Background: an optimization exercise with open tools, aiming at small area, a short achievable clock period and few clock cycles. Do not read the settings as production practice. No functional check of the RTL was part of any run shown here. Power is estimated from default activity; no workload was simulated.

### flow/design.v
package smePkg;
    typedef logic [8-1:0] smeChar;
    typedef logic [5-1:0] smeIndex;
    typedef struct packed {
        smeChar [8-1:0] chars;
        smeChar prevChar;
        smeChar endChar;
        logic atStart;
        logic atEnd;
    } smeWindow;
    typedef struct packed {
        smeChar [8-1:0] core;
        logic [3:0] coreLen;
        logic anchorStart;
        logic anchorEnd;
    } smePattern;
    typedef enum logic [1:0] {
        loadString,
        loadPattern,
        scan,
        result
    } smeState;
endpackage
`timescale 1ns/10ps
module smeTop
(
    input  logic       clk,
    input  logic       reset,
    input  logic [7:0] charData,
    input  logic       isString,
    input  logic       isPattern,
    output logic       valid,
    output logic       match,
    output logic [4:0] matchIndex
);
    localparam int S = 32;
    logic [7:0] ring [S];
    logic [S-1:0] cand;
    logic isStringQ;
    logic isPatternQ;
    logic [4:0] sPos;
    logic [4:0] ePos;
    logic [4:0] kPos;
    logic [3:0] coreLen;
    logic caretQ;        
    logic dollarQ;       
    always_ff @(posedge clk)
    begin
        ring[0] <= isString ? charData : ring[S-1];
        for (int p = 1; p < S; p++)
        begin
            ring[p] <= ring[p-1];
        end
    end
    always_ff @(posedge clk)
    begin
        sPos <= (isString && !isStringQ) ? 5'd0 : sPos + 5'd1;
        ePos <= isString ? 5'd0 : ePos + 5'd1;
    end
    logic isDot;
    logic isCaret;
    logic isDollar;
    logic [S-1:0] eqm;
    logic [S-1:0] sp;
    logic [S-1:0] dl;
    logic [S-1:0] kOneHot;
    logic [S-1:0] kLe;
    assign isDot = (charData == 8'h2e);
    assign isCaret = (charData == 8'h5e);
    assign isDollar = (charData == 8'h24);
    always_comb
    begin
        for (int q = 0; q < S; q++)
        begin
            eqm[q] = isDot || (ring[q] == charData);
            sp[q] = (ring[q] == 8'h20);
            dl[q] = (ring[q] == 8'h24);
            kLe[q] = (5'(q) <= kPos);
            kOneHot[q] = (5'(q) == kPos);
        end
    end
    logic [S-1:0] base;
    always_comb
    begin
        for (int q = 0; q < S; q++)
        begin
            base[q] = (cand[q] || (caretQ && kOneHot[q]))
                      && (!dollarQ || dl[(q+1)%S]);
        end
    end
    always_ff @(posedge clk)
    begin
        if (!isPatternQ)
        begin
            cand <= isCaret ? sp : eqm;
            caretQ <= isCaret;
            dollarQ <= 1'b0;
            coreLen <= isCaret ? 4'd0 : 4'd1;
        end
        else
        begin
            cand <= isDollar ? base : (base & eqm);
            caretQ <= 1'b0;
            dollarQ <= isDollar;
            coreLen <= coreLen + 4'(!isDollar) + 4'(dollarQ);
        end
        if (isPattern && !isPatternQ)
        begin
            kPos <= isCaret ? sPos + 5'd1 : sPos;
        end
    end
    logic [4:0] lowPos;
    logic lowLeK;
    logic [S-1:0] lowGe;
    logic [S-1:0] fin;
    logic [S-1:0] fin1;
    logic [S-1:0] fin2;
    logic [4:0] nM1;
    logic tooLong;
    assign lowPos = ePos - 5'd1 - 5'(dollarQ);
    assign lowLeK = (lowPos <= kPos);
    assign nM1 = sPos - ePos;
    assign tooLong = ({1'b0, coreLen} - 5'd1) > nM1;
    always_comb
    begin
        for (int q = 0; q < S; q++)
        begin
            lowGe[q] = (5'(q) >= lowPos);
            fin[q] = cand[q] && (!dollarQ || sp[(q+1)%S] || (5'(q) == lowPos));
            fin1[q] = fin[q] && kLe[q] && (!lowLeK || lowGe[q]);
            fin2[q] = fin[q] && !lowLeK && lowGe[q];
        end
    end
    function automatic logic [5:0] highest(input logic [S-1:0] v);
        logic [5:0] n1 [16];
        logic [5:0] n2 [8];
        logic [5:0] n3 [4];
        logic [5:0] n4 [2];
        for (int a = 0; a < 16; a++)
            n1[a] = v[2*a+1] ? {1'b1, 4'd0, 1'b1} : {v[2*a], 5'd0};
        for (int a = 0; a < 8; a++)
            n2[a] = n1[2*a+1][5] ? {1'b1, 3'd0, 1'b1, n1[2*a+1][0]} : {n1[2*a][5], 3'd0, 1'b0, n1[2*a][0]};
        for (int a = 0; a < 4; a++)
            n3[a] = n2[2*a+1][5] ? {1'b1, 2'd0, 1'b1, n2[2*a+1][1:0]} : {n2[2*a][5], 2'd0, 1'b0, n2[2*a][1:0]};
        for (int a = 0; a < 2; a++)
            n4[a] = n3[2*a+1][5] ? {1'b1, 1'd0, 1'b1, n3[2*a+1][2:0]} : {n3[2*a][5], 1'd0, 1'b0, n3[2*a][2:0]};
        highest = n4[1][5] ? {1'b1, 1'b1, n4[1][3:0]} : {n4[0][5], 1'b0, n4[0][3:0]};
    endfunction
    logic [5:0] h1;
    logic [5:0] h2;
    logic [4:0] hitPos;
    logic found;
    assign h1 = highest(fin1);
    assign h2 = highest(fin2);
    assign hitPos = h1[5] ? h1[4:0] : h2[4:0];
    assign found = (h1[5] || h2[5]) && !tooLong;
    always_ff @(posedge clk or posedge reset)
    begin
        if (reset)
        begin
            isStringQ <= 1'b0;
            isPatternQ <= 1'b0;
            valid <= 1'b0;
        end
        else
        begin
            isStringQ <= isString;
            isPatternQ <= isPattern;
            valid <= isPatternQ && !isPattern;
        end
    end
    always_ff @(posedge clk)
    begin
        match <= found;
        matchIndex <= found ? (kPos - hitPos) : 5'd0;
    end
endmodule
### flow/run.sh
#!/bin/bash
# synth_recipe.tcl (not shown) runs the flow's synth.tcl, then flattens the netlist and writes it again
# the make line also repeats each setting of config.mk as NAME=value (left out here)
make -C /OpenROAD-flow-scripts/flow DESIGN_CONFIG=/design/flow/config.mk WORK_HOME=/design/flow/orfs CLKGATE_MAP_FILE= SYNTH_SCRIPT=/design/flow/synth_recipe.tcl finish
### flow/config.mk
export PLATFORM = sky130hd
export DESIGN_NAME = smeTop
export DESIGN_NICKNAME = smeTop
export VERILOG_FILES = /design/flow/design.v
export SDC_FILE = /design/flow/constraint.sdc
export NUM_CORES = 4
export LEC_CHECK = 0
export CAP_MARGIN = 20
export CORE_MARGIN = 2
export CORE_UTILIZATION = 40
export SLEW_MARGIN = 20
### flow/constraint.sdc
create_clock -name core_clock -period 7.0 [get_ports {clk}]
set_input_delay 1.4000 -clock core_clock [delete_from_list [all_inputs] [get_ports {clk}]]
set_output_delay 1.4000 -clock core_clock [all_outputs]
set_load 0.01 [all_outputs]
==> flow_summary_export.csv, run 1 <==
group,metric,value,unit
die,chipHeight,204,um
critical_path,worstPathArrival,6.92,ns
clock_tree,cts_setup_buffers,0,
synth,ys_types,102,
clock_tree,cts_resized,0,
drt,dr.pass1.iters,8,
synth,synth_fa_ha_area_share,2.25,%
drt,num_vias,13637,
clock_tree,cts_buffers,35,
placement,place_ws,0.703,ns
final_layout,instances_no_fill,2292,
placement,place.gp.congestion,0.965,
timing,finalSetupTns,0,ns
global_route,antenna_found_initial,1,
critical_path,cp_max_fo,21,
synth,synthXorXnorAreaFrac,15.4,%
placement,hpwl,39800,um
timing,skew,0.0126,ns
drt,drcViolationCount,0,
timing,max_freq,155,MHz
clock_tree,clk_pin_slew_worst_paths,0.06,ns
synth,synth_compound_area_share,18.8,%
critical_path,r2r_start,"ePos[1]",
placement,port_buffers,18,
clock_tree,clock_path_buffers,3,
timing,layout_min_cycle_time,6.46,ns
synth,synth_fp_nets,1787,
critical_path,crit_path_end_kind,"register",
clock_tree,clock-sinks,318,
synth,synth_top_flop_cell,"dfxtp_1",
die,ios,19,
global_route,grt_max_degree,69,
synth,synth_seq_area_share,40.1,%
drt,ant_nets,0,
global_route,grt_usage,26.5,%
final_layout,antenna_cells,0,
critical_path,required,7.46,ns
job,maxCapViolCount,0,
critical_path,regToRegEndpoint,"matchIndex[4]",
global_route,globalRoute.totalOverflow,0,
synth,yosys.area_share.simple,18.4,%
drt,wirelength,54700,um
synth,synthMuxAreaShare,0.991,%
die,dieArea,41700,sq um
clock_tree,clkLatencyLatePin,0.54,ns
min_path,hold_path.class,"register to register",
die,die_w,204,um
critical_path,start_kind,"register",
timing,maxSlewHeadroom,25.8,%
outcome,outcome,"no timing/DRC/antenna violations",
timing,worst_pin_slew,1.10,ns
clock_tree,cts_hold_buf,0,
die,core,39600,sq um
clock_tree,htree_levels,2,
drt,first_iter_violations,1055,
min_path,hold_depth,0,
synth,ys_warn_count,10,
placement,post-place-cells,2230,
timing,final_hold_viol_count,0,
timing,timing.final.crit_share,92.3,%
synth,async_reset_ff_share,0.943,%
synth,synth-seq-cells,318,
timing,fin_ws,0.541,ns
die,num_rows,73,
clock_tree,cts_tree,"done",
timing,slew_viol_final,0,
critical_path,path_class,"register to register",
placement,placed_cell_area,16700,sq um
synth,synthCells,1748,
synth,synth-edff-count,5,
final_layout,nets,1781,
min_path,min_from,"ring[12][7]",
timing,setup_viol,0,
drt,wl_per_cell,23.9,um
final_layout,design_area,17800,sq um
synth,synth_area,16000,sq um
global_route,grt_pass1_vias,13406,
power_and_ir_drop,power_density,266,nW/um^2
power_and_ir_drop,ir_worst_vdd,0.142,mV
final_layout,finish.utilization,44.9,%
die,start_util,40.4,%
min_path,min_to,"ring[13][7]",
synth,avgSynthCellArea,9.17,sq um
clock_tree,clockRootBuffer,"clkbuf_16",
global_route,grt_pass1_wl,84300,um
synth,synth_top_family_by_area,"compound AO/OA/AOI/OAI gates",
power_and_ir_drop,p_leak,6.19,nW
critical_path,worst-r2r-setup-slack,0.54,ns
drt,viasPerCell,5.95,
critical_path,reg2reg_depth,26,
timing,rsz0062_at_grt,"false",
final_layout,synthToLayoutAreaGrowth,11.1,%
final_layout,drive_gt1_share,9.96,%
[area by class of cell]
cell class | instances | area [sq um]
Sequential cell | 318 | 6430
Multi-Input combinational cell | 1278 | 8970
Inverter | 50 | 188
Clock buffer | 50 | 1020
Clock inverter | 12 | 96.3
Fill cell | 3890 | 21800
Tap cell | 525 | 657
Timing Repair Buffer | 59 | 448
[worst max-delay path by stage]
stage	from	to	depth (start not counted)
after floorplan	dollarQ	matchIndex[4]	31
after detailed placement	ePos[1]	matchIndex[4]	26
final	ePos[1]	matchIndex[4]	26
after global placement	ePos[1]	matchIndex[4]	26
after CTS	ePos[1]	matchIndex[4]	26
after global routing	ePos[1]	matchIndex[4]	26
[Yosys cell counts, types with 9 or more instances]
cell type,n,share of area [%]
and3_1,15,0.59
nand2b_1,18,0.70
nor3_1,47,1.5
buf_2,15,0.47
nand2_1,64,1.5
xor2_1,11,0.60
o31ai_1,19,0.89
a21oi_1,71,2.2
and2_1,11,0.43
or4_1,25,1.2
nand3_1,34,1.1
dfxtp_1,310,39
a211oi_1,13,0.61
o21ai_0,128,4.0
or4b_2,20,1.2
nor4b_1,14,0.76
o211ai_1,11,0.52
clkbuf_1,75,1.8
inv_1,44,1.0
xnor2_1,268,15
nor2b_1,19,0.74
a22oi_1,9,0.42
o2111ai_1,20,1.1
a21o_1,15,0.70
nor2_1,108,2.5
o32ai_1,15,0.82
or3_1,14,0.55
a31oi_1,14,0.55
ha_1,24,1.9
nor4_1,13,0.51
nand4_1,72,2.8
[power by group]
group | switching, mW | internal [mW]
combinational | 0.504 | 0.346
sequential | 0.142 | 1.95
clock | 0.750 | 1.06
[worst max-delay path, stage by stage (launching register included)]
cell,delay [ns]
dfxtp_1,0.60
inv_1,0.20
ha_1,0.25
nor3b_2,0.17
xnor2_2,0.16
buf_4,0.18
inv_2,0.19
ha_1,0.28
and3_1,0.20
o21ai_1,0.18
a21o_1,0.65
buf_4,0.31
a311o_1,0.20
nand3_1,0.17
nor4_4,0.41
and2_1,0.24
nand4b_1,0.13
a32o_1,0.24
ha_1,0.20
fa_1,0.39
nor2b_1,0.16
o21ai_0,0.10
nand2b_1,0.10
xnor2_1,0.11
inv_1,0.06
or3_1,0.34
a21oi_1,0.15
[per-layer routing]
layer	global-route usage, %	part of all wire [%]
met1	35.6	45
met2	42.3	46
met3	3.22	4.7
met4	12.4	4.6
met5	0	0
[logic make-up (layout without fill, tap and decap cells)]
| family | after synthesis | in the layout |
|---|---|---|
| buffers and inverters | 152 | 171 |
| AO/OA/AOI/OAI | 439 | 439 |
| flip-flops | 318 | 318 |
| AND/OR/NAND/NOR | 516 | 516 |
| adder cells (fa/ha/maj) | 27 | 27 |
| XOR/XNOR | 281 | 281 |
| multiplexers | 15 | 15 |
[cells in the final DEF, fill, tap and decap left out, types with 37 or more instances in the layout]
cell	Yosys	final
o21ai_0	128	128
inv_1	44	44
nor3_1	47	47
dfxtp_1	310	309
nand4_1	72	72
xnor2_1	268	268
clkbuf_16	0	37
buf_4	6	41
a21oi_1	71	70
nor2_1	108	108
nand2_1	64	64
[sequential cells by signal, indices dropped and copies added, names as in the netlist]
register,count
ring,256
cand,32
ePos,5
kPos,5
matchIndex,5
sPos,5
coreLen,4
caretQ,1
dollarQ,1
isPatternQ,1
isStringQ,1
match,1
valid,1
[through the flow]
step           hold WS [ns]  power, mW
6_report              0.375       4.75
5_1_grt               0.382       4.94
4_1_cts               0.376       4.76
3_5_place_dp          0.368       2.96
3_3_place_gp          0.367       2.95
2_1_floorplan         0.358       2.68
==> run 2: changes to the inputs <==
--- a/flow/design.v
+++ b/flow/design.v
@@ -42,5 +42,4 @@
     logic [4:0] ePos;
     logic [4:0] kPos;
-    logic [3:0] coreLen;
     logic caretQ;        
     logic dollarQ;       
@@ -58,4 +57,27 @@
         ePos <= isString ? 5'd0 : ePos + 5'd1;
     end
+    logic [S-1:0] sLe;
+    logic [S-1:0] eGe;
+    logic [S-1:0] kLe;
+    logic [S-1:0] isS0;
+    logic [S-1:0] isSN;
+    logic [S-1:0] inStr;
+    logic noWrap;
+    assign noWrap = (ePos <= sPos);
+    always_comb
+    begin
+        for (int q = 0; q < S; q++)
+        begin
+            sLe[q] = (5'(q) <= sPos);
+            eGe[q] = (5'(q) >= ePos);
+            kLe[q] = (5'(q) <= kPos);
+        end
+        for (int q = 0; q < S; q++)
+        begin
+            isS0[q] = (q == S-1) ? sLe[q] : (sLe[q] && !sLe[q+1]);
+            isSN[q] = (q == S-1) ? eGe[0] : (eGe[q+1] && !eGe[q]);
+            inStr[q] = noWrap ? (eGe[q] && sLe[q]) : (eGe[q] || sLe[q]);
+        end
+    end
     logic isDot;
     logic isCaret;
@@ -64,6 +86,4 @@
     logic [S-1:0] sp;
     logic [S-1:0] dl;
-    logic [S-1:0] kOneHot;
-    logic [S-1:0] kLe;
     assign isDot = (charData == 8'h2e);
     assign isCaret = (charData == 8'h5e);
@@ -76,15 +96,14 @@
             sp[q] = (ring[q] == 8'h20);
             dl[q] = (ring[q] == 8'h24);
-            kLe[q] = (5'(q) <= kPos);
-            kOneHot[q] = (5'(q) == kPos);
         end
     end
     logic [S-1:0] base;
+    logic [S-1:0] startOk;
     always_comb
     begin
         for (int q = 0; q < S; q++)
         begin
-            base[q] = (cand[q] || (caretQ && kOneHot[q]))
-                      && (!dollarQ || dl[(q+1)%S]);
+            startOk[q] = (sp[q] || isS0[(q+S-1)%S]) && inStr[(q+S-1)%S];
+            base[q] = cand[q] && (!dollarQ || (dl[(q+1)%S] && !isSN[(q+1)%S]));
         end
     end
@@ -93,15 +112,19 @@
         if (!isPatternQ)
         begin
-            cand <= isCaret ? sp : eqm;
+            cand <= isCaret ? startOk : (eqm & inStr);
             caretQ <= isCaret;
             dollarQ <= 1'b0;
-            coreLen <= isCaret ? 4'd0 : 4'd1;
+        end
+        else if (caretQ)
+        begin
+            cand <= cand & eqm;
+            caretQ <= 1'b0;
+            dollarQ <= 1'b0;
         end
         else
         begin
-            cand <= isDollar ? base : (base & eqm);
+            cand <= isDollar ? base : (base & eqm & ~isSN);
             caretQ <= 1'b0;
             dollarQ <= isDollar;
-            coreLen <= coreLen + 4'(!isDollar) + 4'(dollarQ);
         end
         if (isPattern && !isPatternQ)
@@ -110,24 +133,14 @@
         end
     end
-    logic [4:0] lowPos;
-    logic lowLeK;
-    logic [S-1:0] lowGe;
     logic [S-1:0] fin;
     logic [S-1:0] fin1;
     logic [S-1:0] fin2;
-    logic [4:0] nM1;
-    logic tooLong;
-    assign lowPos = ePos - 5'd1 - 5'(dollarQ);
-    assign lowLeK = (lowPos <= kPos);
-    assign nM1 = sPos - ePos;
-    assign tooLong = ({1'b0, coreLen} - 5'd1) > nM1;
     always_comb
     begin
         for (int q = 0; q < S; q++)
         begin
-            lowGe[q] = (5'(q) >= lowPos);
-            fin[q] = cand[q] && (!dollarQ || sp[(q+1)%S] || (5'(q) == lowPos));
-            fin1[q] = fin[q] && kLe[q] && (!lowLeK || lowGe[q]);
-            fin2[q] = fin[q] && !lowLeK && lowGe[q];
+            fin[q] = cand[q] && (!dollarQ || sp[(q+1)%S] || isSN[(q+1)%S]);
+            fin1[q] = fin[q] && kLe[q];
+            fin2[q] = fin[q] && !kLe[q];
         end
     end
@@ -149,10 +162,12 @@
     logic [5:0] h1;
     logic [5:0] h2;
-    logic [4:0] hitPos;
+    logic [4:0] idx1;
+    logic [4:0] idx2;
     logic found;
     assign h1 = highest(fin1);
     assign h2 = highest(fin2);
-    assign hitPos = h1[5] ? h1[4:0] : h2[4:0];
-    assign found = (h1[5] || h2[5]) && !tooLong;
+    assign idx1 = kPos - h1[4:0];
+    assign idx2 = kPos - h2[4:0];
+    assign found = |fin;
     always_ff @(posedge clk or posedge reset)
     begin
@@ -173,5 +188,5 @@
     begin
         match <= found;
-        matchIndex <= found ? (kPos - hitPos) : 5'd0;
+        matchIndex <= !found ? 5'd0 : h1[5] ? idx1 : idx2;
     end
 endmodule
--- a/flow/config.mk
+++ b/flow/config.mk
@@ -6,6 +6,8 @@
 export NUM_CORES = 4
 export LEC_CHECK = 0
+export ABC_CLOCK_PERIOD_IN_PS = 3000
 export CAP_MARGIN = 20
 export CORE_MARGIN = 2
 export CORE_UTILIZATION = 40
+export SETUP_SLACK_MARGIN = 4.0
 export SLEW_MARGIN = 20
==> run 2 against run 1 <==
  * Synthesized cell count grew 3.6%
  * First-iteration DRC count grew 47%
  * Fmax grew 54%
  * Non-clock buffer count grew 70
  * Clock power grew 4%
  * Still clean
  * Register-to-register slack gained 2.3 ns
  * Largest power group unchanged
  * Final cell count grew 5.5%
  * Largest cell class unchanged
==> flow_summary_export.csv, run 2 <==
group,metric,value,unit
outcome,outcome,"no timing/DRC/antenna violations",
final_layout,mostFrequentLayoutCells,"dfxtp_1 (299), xor2_1 (154), nand2_1 (142)",
synth,yosys.area.top_type,"dfxtp_1",
power_and_ir_drop,p_leak,7.00,nW
final_layout,final_common_cell,"dfxtp_1",
synth,synthCells,1811,
synth,yosys.area_share.simple,20.5,%
synth,synthXorXnorAreaFrac,14.8,%
critical_path,crit_path_end_kind,"register",
die,core,38800,sq um
global_route,globalRoute.totalOverflow,0,
synth,ys_warn_count,10,
timing,slew_viol_final,0,
min_path,min_from,"ring[27][6]",
power_and_ir_drop,finalPower,5.27,mW
critical_path,slowest_stage,"dfxtp_4",
die,chipHeight,203,um
synth,synthMuxAreaShare,0.704,%
timing,timing.final.crit_share,59.9,%
synth,async_reset_ff_share,0.955,%
timing,skew,0.0196,ns
drt,wl_per_cell,25.8,um
global_route,grt_pass1_vias,14891,
timing,max_freq,238,MHz
critical_path,crit_path_cell_trace,"inv_4, ha_4, o21ba_4, buf_12, o31ai_1, o21ai_2, buf_4, buf_4, o21ai_0, a221oi_1, or3_4, a31oi_4, o311ai_4, ha_4, inv_2, fa_2, a21o_1, a21oi_2, xnor2_1, a21oi_1, mux2_4",
synth,synth-seq-cells,314,
global_route,grt_max_degree,47,
synth,ys_types,97,
critical_path,path_class,"register to register",
critical_path,crit_path_start,"ePos[1]",
drt,dr.pass1.iters,6,
synth,synth_area,15800,sq um
die,start_util,40.7,%
final_layout,nets,1906,
timing,fin_hold_ws,0.373,ns
placement,hpwl,42800,um
clock_tree,htree_levels,2,
timing,final_hold_viol_count,0,
synth,synth-edff-count,5,
final_layout,drive_gt1_share,18.4,%
clock_tree,clkLatencyLatePin,0.55,ns
global_route,grt_usage,29.9,%
final_layout,largest_reg_flops,256,
drt,drcViolationCount,0,
timing,layout_min_cycle_time,4.19,ns
synth,netlist_top_cells_area,"dfxtp_1 (39%), xor2_1 (8.5%), xnor2_1 (6.3%), a21oi_1 (3.7%), o21ai_0 (3.6%)",
clock_tree,clk_pin_slew_worst_paths,0.07,ns
power_and_ir_drop,power_density,275,nW/um^2
die,ios,19,
clock_tree,cts_buffers,35,
clock_tree,clock-sinks,314,
drt,first_iter_violations,1554,
global_route,antenna_found_initial,0,
final_layout,reg.largest.list,"ring x256, cand x32",
timing,maxSlewHeadroom,27.4,%
job,maxCapViolCount,0,
synth,synth_top_area_share,38.7,%
final_layout,regMostFlops,"ring",
critical_path,r2r_start,"ePos[1]",
final_layout,synthToLayoutAreaGrowth,21.4,%
critical_path,slowest_delay,0.40,ns
timing,worst_pin_slew,1.08,ns
die,die_w,203,um
die,num_rows,72,
global_route,grt_pass1_wl,93800,um
synth,synth_commonest_cells,"dfxtp_1 (306), xor2_1 (154), nand2_1 (147)",
drt,num_vias,15006,
clock_tree,clock_path_buffers,3,
die,dieArea,41200,sq um
min_path,hold_path.class,"register to register",
synth,synth_top_family_by_area,"simple AND/OR/NAND/NOR gates",
critical_path,required,7.43,ns
timing,fin_ws,2.81,ns
final_layout,multi_input_area,9690,sq um
final_layout,fill_cells,3684,
critical_path,worstPathArrival,4.62,ns
synth,synth_top_flop_cell,"dfxtp_1",
power_and_ir_drop,ir_worst_vdd,0.196,mV
timing,finalSetupTns,0,ns
synth,synth_fa_ha_area_share,2.80,%
synth,synth_seq_area_share,40.2,%
drt,ant_nets,0,
drt,wirelength,62400,um
critical_path,start_kind,"register",
synth,avgSynthCellArea,8.73,sq um
clock_tree,clockRootBuffer,"clkbuf_16",
final_layout,ff_latch_area,6370,sq um
drt,viasPerCell,6.21,
timing,rsz0062_at_grt,"true",
synth,synth_compound_area_share,17.5,%
placement,place.gp.congestion,0.997,
placement,place_ws,1.86,ns
critical_path,cp_max_fo,7,
synth,synth_most_common_cell,"dfxtp_1",
clock_tree,cts_tree,"done",
timing,setup_viol,0,
synth,synth_fp_nets,1841,
placement,port_buffers,18,
final_layout,finish.utilization,49.5,%
[run 2: changes by cell type after synthesis, moves of 16 or more]
cell	delta
o2111ai_1	-17
nand4_1	-33
maj3_1	+21
nand2_1	+83
a21oi_1	+47
xor2_1	+143
xnor2_1	-154
or4_1	-20
inv_1	-16
a31oi_1	+22
nor4_1	+43
[run 2: what timing repair did]
action	in CTS	in global routing
buffers inserted	64	20
endpoints found under the hold margin	0	0
cloned	3	0
pin swaps	39	23
endpoints found under the setup margin	44	26
resized for setup	151	41
hold buffers	0	0
[run 2: stage by stage]
| stage | instance area, sq um | std cells |
|---|---|---|
| global route | 19200 | 2417 |
| global placement | 16500 | 2270 |
| floorplan | 16000 | 1811 |
| detailed placement | 16500 | 2270 |
| CTS | 18900 | 2397 |
| finish | 19200 | 2418 |
[run 2: cell families (layout without fill, tap and decap cells)]
family,count (synthesis),after routing
compound gates,440,442
xor+xnor,268,268
flops,314,314
other cells,0,1
mux,10,10
buf+inv,135,221
fa+ha+maj,39,39
simple gates,605,605
[run 2: final timing paths]
check | endpoint | slack (ns) | cells past startpoint
max reg2reg | matchIndex[4] | 2.81 | 21
min | ring[28][6] | 0.37 | 0
max in group asynchronous | valid | 5.84 | 2
min in group asynchronous | isStringQ | 1.02 | 2
max | matchIndex[4] | 2.81 | 21
min reg2reg | ring[28][6] | 0.37 | 0
[run 2: cell type report]
| cell class | count | share of cell area, % |
|---|---|---|
| multi-input cells | 1364 | 50.4 |
| well taps | 518 | 3.38 |
| inverters | 32 | 0.769 |
| repair buffers | 129 | 6.15 |
| flip-flops and latches | 314 | 33.2 |
| clock buffers | 47 | 5.06 |
| diodes | 1 | 0.0130 |
| clock inverters | 13 | 0.984 |
[run 2: metal layers]
layer | track usage, % | wire (um)
met1 | 40.5 | 26900
met2 | 46.4 | 27600
met3 | 5.71 | 5370
met4 | 13.1 | 2520
met5 | 0 | 0
[run 2: critical path: cells and delay by family (launching register included)]
kind,cells,cell delay (ns)
compound gates,10,1.82
xor+xnor,1,0.15
fa+ha+maj,3,0.69
buf+inv,5,0.51
flops,1,0.40
mux,1,0.30
simple gates,1,0.19
[run 2: power by group]
part / total, mW / internal (mW) / switching [mW] / leakage [nW]
sequential: 2.06 / 1.92 / 0.137 / 2.64
combinational: 1.33 / 0.498 / 0.834 / 3.80
clock: 1.88 / 1.13 / 0.753 / 0.568
==> run 3: changes to the inputs <==
--- a/flow/config.mk
+++ b/flow/config.mk
@@ -6,8 +6,8 @@
 export NUM_CORES = 4
 export LEC_CHECK = 0
-export ABC_CLOCK_PERIOD_IN_PS = 3000
+export ABC_CLOCK_PERIOD_IN_PS = 2500
 export CAP_MARGIN = 20
 export CORE_MARGIN = 2
 export CORE_UTILIZATION = 40
-export SETUP_SLACK_MARGIN = 4.0
+export SETUP_SLACK_MARGIN = 4.5
 export SLEW_MARGIN = 20
==> run 3 against run 2 <==
  * Global-route usage is 2.6 points higher
  * Die area unchanged
  * Worst setup slack worse by 0.0023 ns
  * Sequential share of layout area shrank 2.9 points
  * Largest cell class unchanged
  * Power up 5.8%
  * Core utilization rose by 4.7 points
  * Critical path depth fell by 4
  * Register-to-register slack about the same
  * Largest power group unchanged
==> flow_summary_export.csv, run 3 <==
group,metric,value,unit
outcome,outcome,"no timing/DRC/antenna violations",
drt,dr.pass1.iters,6,
critical_path,crit_path_end_kind,"register",
synth,avgSynthCellArea,8.73,sq um
timing,max_freq,238,MHz
clock_tree,cts_buffers,35,
synth,yosys.area.top_type,"dfxtp_1",
timing,maxSlewHeadroom,51.8,%
clock_tree,clock-sinks,314,
min_path,hold_path.class,"register to register",
die,die_w,203,um
final_layout,antenna_cells,0,
min_path,hold_depth,0,
synth,synth_top_area_share,38.7,%
clock_tree,clk_pin_slew_worst_paths,0.07,ns
final_layout,mostFrequentLayoutCells,"dfxtp_1 (298), xor2_1 (154), nand2_1 (139)",
final_layout,final_common_cell,"dfxtp_1",
synth,synthCells,1811,
timing,finalSetupTns,0,ns
die,ios,19,
global_route,grt_pass1_vias,15110,
critical_path,path_class,"register to register",
clock_tree,clock_path_buffers,3,
power_and_ir_drop,power_density,265,nW/um^2
timing,final_hold_viol_count,0,
global_route,grt_usage,32.5,%
drt,wl_per_cell,27.5,um
drt,viasPerCell,6.30,
synth,ys_types,97,
critical_path,crit_path_cell_trace,"buf_4, nand2_1, o21ai_0, o211ai_1, o21ai_0, nor2b_2, nand2_1, or3_4, o311ai_4, ha_4, inv_2, fa_2, a21o_1, a21oi_2, xnor2_1, a21oi_1, mux2_2",
drt,first_iter_violations,1785,
final_layout,drive_gt1_share,27.7,%
critical_path,reg2reg_depth,17,
job,maxCapViolCount,0,
global_route,grt_max_degree,48,
critical_path,worst-r2r-setup-slack,2.80,ns
timing,slew_viol_final,0,
clock_tree,clkLatencyLatePin,0.55,ns
placement,port_buffers,18,
placement,place.gp.congestion,0.979,
clock_tree,cts_tree,"done",
critical_path,r2r_start,"kPos[1]",
die,dieArea,41200,sq um
final_layout,synthToLayoutAreaGrowth,33.0,%
timing,timing.final.crit_share,60.0,%
timing,fin_ws,2.80,ns
timing,layout_min_cycle_time,4.20,ns
global_route,globalRoute.totalOverflow,0,
final_layout,largest_reg_flops,256,
final_layout,regMostFlops,"ring",
synth,ys_warn_count,10,
critical_path,worstPathArrival,4.62,ns
synth,synth_area,15800,sq um
drt,drcViolationCount,0,
placement,place_ws,2.07,ns
clock_tree,clockRootBuffer,"clkbuf_16",
timing,skew,0.0155,ns
critical_path,start_kind,"register",
synth,synth_seq_area_share,40.2,%
critical_path,slowest_delay,0.52,ns
power_and_ir_drop,ir_worst_vdd,0.152,mV
global_route,antenna_found_initial,0,
die,start_util,40.7,%
placement,hpwl,41900,um
critical_path,cp_max_fo,6,
drt,num_vias,15640,
critical_path,regToRegEndpoint,"matchIndex[4]",
final_layout,fill_cells,3469,
min_path,min_to,"ring[11][1]",
min_path,min_from,"ring[10][1]",
timing,worst_pin_slew,0.714,ns
synth,netlist_top_cells_area,"dfxtp_1 (39%), xor2_1 (8.5%), xnor2_1 (6.3%), a21oi_1 (3.7%), o21ai_0 (3.6%)",
critical_path,required,7.42,ns
die,num_rows,72,
synth,synth-seq-cells,314,
die,chipHeight,203,um
synth,async_reset_ff_share,0.955,%
synth,synth_commonest_cells,"dfxtp_1 (306), xor2_1 (154), nand2_1 (147)",
timing,rsz0062_at_grt,"true",
drt,wirelength,68100,um
power_and_ir_drop,p_leak,7.73,nW
critical_path,slowest_stage,"edfxtp_1",
timing,setup_viol,0,
synth,synth_most_common_cell,"dfxtp_1",
synth,synth_top_flop_cell,"dfxtp_1",
die,core,38800,sq um
clock_tree,htree_levels,2,
drt,ant_nets,0,
global_route,grt_pass1_wl,99600,um
synth,synth_fp_nets,1841,
final_layout,reg.largest.list,"ring x256, cand x32",
synth,synth-edff-count,5,
final_layout,nets,1971,
run 3: cell count changes in the layout (fill, tap and decap cells not counted), sizes merged, moves of 2 or more:
cell,previous run,this run
buf,118,177
bufbuf,1,8
bufinv,4,2
clkdlybuf4s50,10,3
clkdlybuf4s15,0,3
clkbuf,47,52
clkinv,8,6
run 3: repair_timing:
action	CTS	global route
hold endpoints to repair	0	0
pin swaps	52	58
hold buffers	0	0
cloned	14	0
buffers inserted	99	36
resized for setup	296	119
setup endpoints to repair	52	43
run 3: stage by stage:
step           instances  utilization [%]  hold WS [ns]  power, mW  instance area [sq um]
6_report            2481             54.2         0.364       5.58                  21000
5_1_grt             2481             54.2         0.382       5.74                  21000
4_1_cts             2445             52.0         0.364       5.46                  20200
3_5_place_dp        2273             42.9         0.366       3.18                  16700
3_3_place_gp        2273             42.9         0.367       3.18                  16700
2_1_floorplan       1811                -         0.357       2.83                  16600
run 3: cell type report:
class / instances / area, sq um / area share (%)
clock inverters: 9 / 108 / 0.511
flip-flops and latches: 314 / 6370 / 30.3
inverters: 32 / 166 / 0.791
clock buffers: 50 / 1040 / 4.97
well taps: 518 / 648 / 3.08
multi-input cells: 1365 / 10400 / 49.5
repair buffers: 193 / 2280 / 10.9
run 3: worst max path at each step:
stage | endpoint | cells past startpoint | start | slack, ns
after floorplan | matchIndex[4] | 21 | ePos[0] | 2.86
after global placement | matchIndex[4] | 18 | ePos[1] | 2.08
after detailed placement | matchIndex[4] | 16 | ePos[4] | 2.07
after CTS | matchIndex[4] | 19 | ePos[0] | 2.90
after global routing | matchIndex[4] | 18 | ring[28][4] | 2.75
final | matchIndex[4] | 17 | kPos[1] | 2.80
run 3: worst max-delay path: cells and delay by family, from the launching register on:
family          cells  cell delay [ns]
compound gates      7             1.49
simple gates        4             0.86
fa+ha+maj           2             0.54
flops               1             0.52
mux                 1             0.28
buf+inv             2             0.26
xor+xnor            1             0.14
run 3: power by group:
group | switching [mW] | internal [mW]
Clock | 0.757 | 1.11
Combinational | 0.952 | 0.696
Sequential | 0.140 | 1.93
run 3: routing by layer:
metal  up-vias  GRT usage, %  part of all wire [%]
li1       6836             -                     -
met1      7587          42.5                    41
met2       954          48.6                    43
met3       263          8.07                    10
met4         0          18.7                   6.2
met5         -             0                     0
run 3: logic make-up after synthesis:
kind of cell / synth area share [%]
buffers and inverters: 3.54
adder cells (fa/ha/maj): 2.80
flip-flops: 40.2
AO/OA/AOI/OAI: 17.5
multiplexers: 0.704
AND/OR/NAND/NOR: 20.5
XOR/XNOR: 14.8

re-timing with driven ports:
No port has a modelled driver above. Below, the same layouts with a new extraction and two added sets of constraints. Step 1: set_driving_cell puts a clkbuf_16 on clk and a buf_2 on each other input, an assumption about the parent block. Step 2 times the ports against the registers' clock, not the clock port: input delays grow and output delays shrink by t, the midpoint of the rising clock arrivals with the driver on. Slacks: ideal / step 1 / step 2; pairs: ideal / step 1.
run | t, ns | slack for setup (ns) | worst hold slack (ns)
run 1 | 0.583 | 0.541 / 0.541 / 0.541 | 0.375 / 0.375 / 0.375
run 2 | 0.590 | 2.805 / 2.805 / 2.805 | 0.373 / 0.373 / 0.373
run 3 | 0.595 | 2.803 / 2.803 / 2.803 | 0.364 / 0.364 / 0.364
After both steps every run listed still meets setup and hold.
